This design comes from an exercise in tuning for small area, a short achievable clock period and few clock cycles per item on the open sky130 flow, not from production work. At most, simulation tests tie the RTL to the original design; equivalence was not proved. Power and IR drop assume default switching activity.

==> v26: inputs <==
// mm_top
module mm_top
(
  input  logic        clk_i,
  input  logic        rst_i,
  input  logic        in_valid_i,
  input  logic [35:0] in_beat_i,
  output logic        in_ready_o,
  output logic        z_valid_o,
  output logic [79:0] z_o,
  input  logic        z_ready_i,
  output logic        busy_o
);
  logic         hold;
  logic         bx;
  logic [1:0]   brow;
  logic         bx_next;
  logic [1:0]   brow_next;
  logic [127:0] x;
  logic [31:0]  w;
  logic [31:0]  y;
  logic         comp;
  logic         wr;
  logic         last;
  logic [1:0]   row;
  logic [19:0]  zrow;
  mm_load_buffer i_load_buffer (
    .clk_i       ( clk_i      ),
    .rst_i       ( rst_i      ),
    .in_valid_i  ( in_valid_i ),
    .in_beat_i   ( in_beat_i  ),
    .in_ready_o  ( in_ready_o ),
    .hold_i      ( hold       ),
    .bx_o        ( bx         ),
    .brow_o      ( brow       ),
    .bx_next_o   ( bx_next    ),
    .brow_next_o ( brow_next  ),
    .x_o         ( x          ),
    .w_o         ( w          ),
    .y_o         ( y          ),
    .comp_o      ( comp       )
  );
  mm_engine i_engine (
    .clk_i       ( clk_i      ),
    .rst_i       ( rst_i      ),
    .comp_i      ( comp       ),
    .bx_i        ( bx         ),
    .brow_i      ( brow       ),
    .bx_next_i   ( bx_next    ),
    .brow_next_i ( brow_next  ),
    .x_i         ( x          ),
    .w_i         ( w          ),
    .y_i         ( y          ),
    .zv_i        ( z_valid_o  ),
    .z_ready_i   ( z_ready_i  ),
    .hold_o      ( hold       ),
    .wr_o        ( wr         ),
    .last_o      ( last       ),
    .row_o       ( row        ),
    .z_o         ( zrow       )
  );
  mm_z_buffer i_z_buffer (
    .clk_i     ( clk_i     ),
    .rst_i     ( rst_i     ),
    .wr_i      ( wr        ),
    .last_i    ( last      ),
    .row_i     ( row       ),
    .z_i       ( zrow      ),
    .z_ready_i ( z_ready_i ),
    .z_valid_o ( z_valid_o ),
  ...
==> module mm_engine, before the edit <==
module mm_engine
(
  input  logic         clk_i,
  input  logic         rst_i,
  input  logic         comp_i,
  input  logic         bx_i,
  input  logic [1:0]   brow_i,
  input  logic         bx_next_i,
  input  logic [1:0]   brow_next_i,
  input  logic [127:0] x_i,
  input  logic [31:0]  w_i,
  input  logic [31:0]  y_i,
  input  logic         zv_i,
  input  logic         z_ready_i,
  output logic         hold_o,
  output logic         wr_o,
  output logic         last_o,
  output logic [1:0]   row_o,
  output logic [19:0]  z_o
);
  logic [3:0]    pend_q;
  logic [3:0]    sel_q;
  logic [3:0]    seln_q;
  logic          v1_q, v2_q;
  logic          last1_q, last2_q;
  logic [1:0]    row1_q, row2_q;
  logic          unstarted, go;
  logic [3:0]    pend_n, rowbit_n, lowest_n, sel_n;
  logic [1:0]    sel_idx;
  logic [31:0]   xr;
  logic [7:0]    yr;
  assign unstarted = (pend_q == 4'hF);
  assign go        = (|pend_q) &&
                     (!unstarted || (!v1_q && !v2_q && (!zv_i || z_ready_i)));
  assign hold_o    = bx_i && ((pend_q & (4'b0001 << brow_i)) != 4'b0000) && !go;
  assign pend_n    = comp_i ? 4'hF : (go ? (pend_q & ~sel_q) : pend_q);
  assign rowbit_n  = 4'b0001 << brow_next_i;
  assign lowest_n  = pend_n & (~pend_n + 4'd1);
  assign sel_n     = (bx_next_i && ((pend_n & rowbit_n) != 4'b0000)) ? rowbit_n : lowest_n;
  assign sel_idx   = {sel_q[3] | sel_q[2], sel_q[3] | sel_q[1]};
  always_ff @(posedge clk_i) begin
    if (rst_i) begin
      pend_q <= '0;
      v1_q   <= 1'b0;
      v2_q   <= 1'b0;
    end else begin
      pend_q <= pend_n;
      v1_q   <= go;
      v2_q   <= v1_q;
    end
  end
  always_ff @(posedge clk_i) begin
    sel_q   <= sel_n;
    seln_q  <= ~sel_n;
    row1_q  <= sel_idx;
    last1_q <= (pend_q & ~sel_q) == 4'b0000;
    row2_q  <= row1_q;
    last2_q <= last1_q;
  end
  always_comb begin
    xr = '0;
    yr = '0;
    for (int j = 0; j < 4; j++) begin
      xr[15:0]  = xr[15:0]  | (x_i[j*32 +: 16] & {16{sel_q[j]}});
      xr[31:16] = xr[31:16] | (x_i[j*32+16 +: 16] & {16{~seln_q[j]}});
      yr = yr | (y_i[j*8 +: 8] & {8{~seln_q[j]}});
    end
  end
  mm_pe_row i_pe_row (
    .clk_i ( clk_i ),
    .x_i   ( xr    ),
    .w_i   ( w_i   ),
    .y_i   ( yr    ),
    .z_o   ( z_o   )
  );
  assign wr_o   = v2_q;
  assign last_o = v2_q && last2_q;
  assign row_o  = row2_q;
endmodule
Settings: LEC_CHECK=0, CAP_MARGIN=20, CORE_MARGIN=2, CORE_UTILIZATION=40, CTS_CLUSTER_DIAMETER=110, CTS_CLUSTER_SIZE=26, SETUP_SLACK_MARGIN=4.35, SLEW_MARGIN=20; clock period 7.0 ns.
standard.sh (not shown) runs the stock make flow with config.mk's settings and CLKGATE_MAP_FILE= SYNTH_SCRIPT=/design/flow/synth_recipe.tcl, a recipe that flattens the netlist after the stock synthesis.
==> flow/flow/run.sh <==
#!/bin/bash
# Layout with the standard flow; the only change is the port buffers:
# every input and output port still gets one, but as buf_1 rather than the
# delay cell the flow's default choice picks.
set -euo pipefail
export BUFFER_PORTS_ARGS="-buffer_cell sky130_fd_sc_hd__buf_1"
bash standard.sh synth > synth.log 2>&1
bash standard.sh > layout.log 2>&1
==> inputs of v24, as changes to v26 <==
--- a/flow/design.v
+++ b/flow/design.v
@@ -1279,7 +1279,6 @@
 );
   logic [3:0]    pend_q;
   logic [3:0]    sel_q;
-  logic [3:0]    seln_q;
   logic          v1_q, v2_q;
   logic          last1_q, last2_q;
   logic [1:0]    row1_q, row2_q;
@@ -1310,7 +1309,6 @@
   end
   always_ff @(posedge clk_i) begin
     sel_q   <= sel_n;
-    seln_q  <= ~sel_n;
     row1_q  <= sel_idx;
     last1_q <= (pend_q & ~sel_q) == 4'b0000;
     row2_q  <= row1_q;
@@ -1320,9 +1318,8 @@
     xr = '0;
     yr = '0;
     for (int j = 0; j < 4; j++) begin
-      xr[15:0]  = xr[15:0]  | (x_i[j*32 +: 16] & {16{sel_q[j]}});
-      xr[31:16] = xr[31:16] | (x_i[j*32+16 +: 16] & {16{~seln_q[j]}});
-      yr = yr | (y_i[j*8 +: 8] & {8{~seln_q[j]}});
+      xr = xr | (x_i[j*32 +: 32] & {32{sel_q[j]}});
+      yr = yr | (y_i[j*8 +: 8] & {8{sel_q[j]}});
     end
   end
   mm_pe_row i_pe_row (
--- a/flow/config.mk
+++ b/flow/config.mk
@@ -7,7 +7,7 @@
 export LEC_CHECK = 0
 export CAP_MARGIN = 20
 export CORE_MARGIN = 2
-export CORE_UTILIZATION = 40
+export CORE_UTILIZATION = 56
 export CTS_CLUSTER_DIAMETER = 110
 export CTS_CLUSTER_SIZE = 26
 export SETUP_SLACK_MARGIN = 4.35
==> inputs of v27, as changes to v26 <==
--- a/flow/design.v
+++ b/flow/design.v
@@ -1279,7 +1279,6 @@
 );
   logic [3:0]    pend_q;
   logic [3:0]    sel_q;
-  logic [3:0]    seln_q;
   logic          v1_q, v2_q;
   logic          last1_q, last2_q;
   logic [1:0]    row1_q, row2_q;
@@ -1310,7 +1309,6 @@
   end
   always_ff @(posedge clk_i) begin
     sel_q   <= sel_n;
-    seln_q  <= ~sel_n;
     row1_q  <= sel_idx;
     last1_q <= (pend_q & ~sel_q) == 4'b0000;
     row2_q  <= row1_q;
@@ -1320,9 +1318,8 @@
     xr = '0;
     yr = '0;
     for (int j = 0; j < 4; j++) begin
-      xr[15:0]  = xr[15:0]  | (x_i[j*32 +: 16] & {16{sel_q[j]}});
-      xr[31:16] = xr[31:16] | (x_i[j*32+16 +: 16] & {16{~seln_q[j]}});
-      yr = yr | (y_i[j*8 +: 8] & {8{~seln_q[j]}});
+      xr = xr | (x_i[j*32 +: 32] & {32{sel_q[j]}});
+      yr = yr | (y_i[j*8 +: 8] & {8{sel_q[j]}});
     end
   end
   mm_pe_row i_pe_row (
--- a/flow/config.mk
+++ b/flow/config.mk
@@ -7,8 +7,8 @@
 export LEC_CHECK = 0
 export CAP_MARGIN = 20
 export CORE_MARGIN = 2
-export CORE_UTILIZATION = 40
+export CORE_UTILIZATION = 48
 export CTS_CLUSTER_DIAMETER = 110
 export CTS_CLUSTER_SIZE = 26
-export SETUP_SLACK_MARGIN = 4.35
+export SETUP_SLACK_MARGIN = 4.4
 export SLEW_MARGIN = 20
==> comparison table <==
| item | v24 | v27 | v26 |
|---|---|---|---|
| Result of the run | finished clean | finished clean | finished clean |
| Buffers plus inverters on the worst setup path | 1 | 0 | 1 |
| Sequential-to-total area share from yosys stat | 0.552 | 0.552 | 0.551 |
| Number of instances in the synthesized netlist | 2323 | 2323 | 2358 |
| Leakage Power | 0.0109 uW | 0.0110 uW | 0.0110 uW |
| DR WL met2 | 31700 um | 29900 um | 30500 um |
| Post-Route Utilization | 0.613 | 0.533 | 0.446 |
| Adder-cell area share of the yosys netlist | 0.141 | 0.141 | 0.136 |
| Post-synthesis to final-layout area growth | 8.32% | 9.42% | 10.4% |
| Antenna Cells | 1 | 1 | 0 |
| Total number of clock tree sinks | 592 | 592 | 596 |
| Post-Route Skew | 0.0233 ns | 0.0411 ns | 0.0469 ns |
| Clock Buffer Count | 47 | 46 | 44 |
| Layout net count | 2560 | 2567 | 2621 |
Testbench counts of v24, summed over its fixed seeds: cycles 3,136, jobs 512.
Testbench counts of v27, summed over its fixed seeds: cycles 3,136, jobs 512.
For v26, only the layout was checked, not whether the RTL still works.

==> port drivers added, routing unchanged <==
The results above use ideal ports. As a check the final layouts listed here were re-extracted and re-timed, cells and wires unchanged. Step 1 (the two cells are an assumption about what drives the block):
set clk [get_ports {clk_i}]
set_driving_cell -lib_cell sky130_fd_sc_hd__clkbuf_16 $clk
set_driving_cell -lib_cell sky130_fd_sc_hd__buf_2 [delete_from_list [all_inputs] $clk]
Step 2 also shifts input and output timing later by t, the mid clock arrival at the registers, as if the neighbouring blocks saw the same clock. Three values: ideal, step 1, step 2; two values: the first two.
run	t, ns	setup slack, ns	latest minus earliest clock arrival (ns)	worst data-port slew with drivers (ns)
v26	0.677	4.209 / 4.209 / 3.689	0.050 / 0.050	0.04
v24	0.658	4.283 / 4.283 / 3.724	0.026 / 0.026	0.03
v27	0.671	4.366 / 4.366 / 3.794	0.046 / 0.046	0.04
After both steps setup and hold are still met in every run listed. For v27, which loses most, drivers alone change the setup slack by 0.000 ns; drivers and shift together by -0.572 ns.
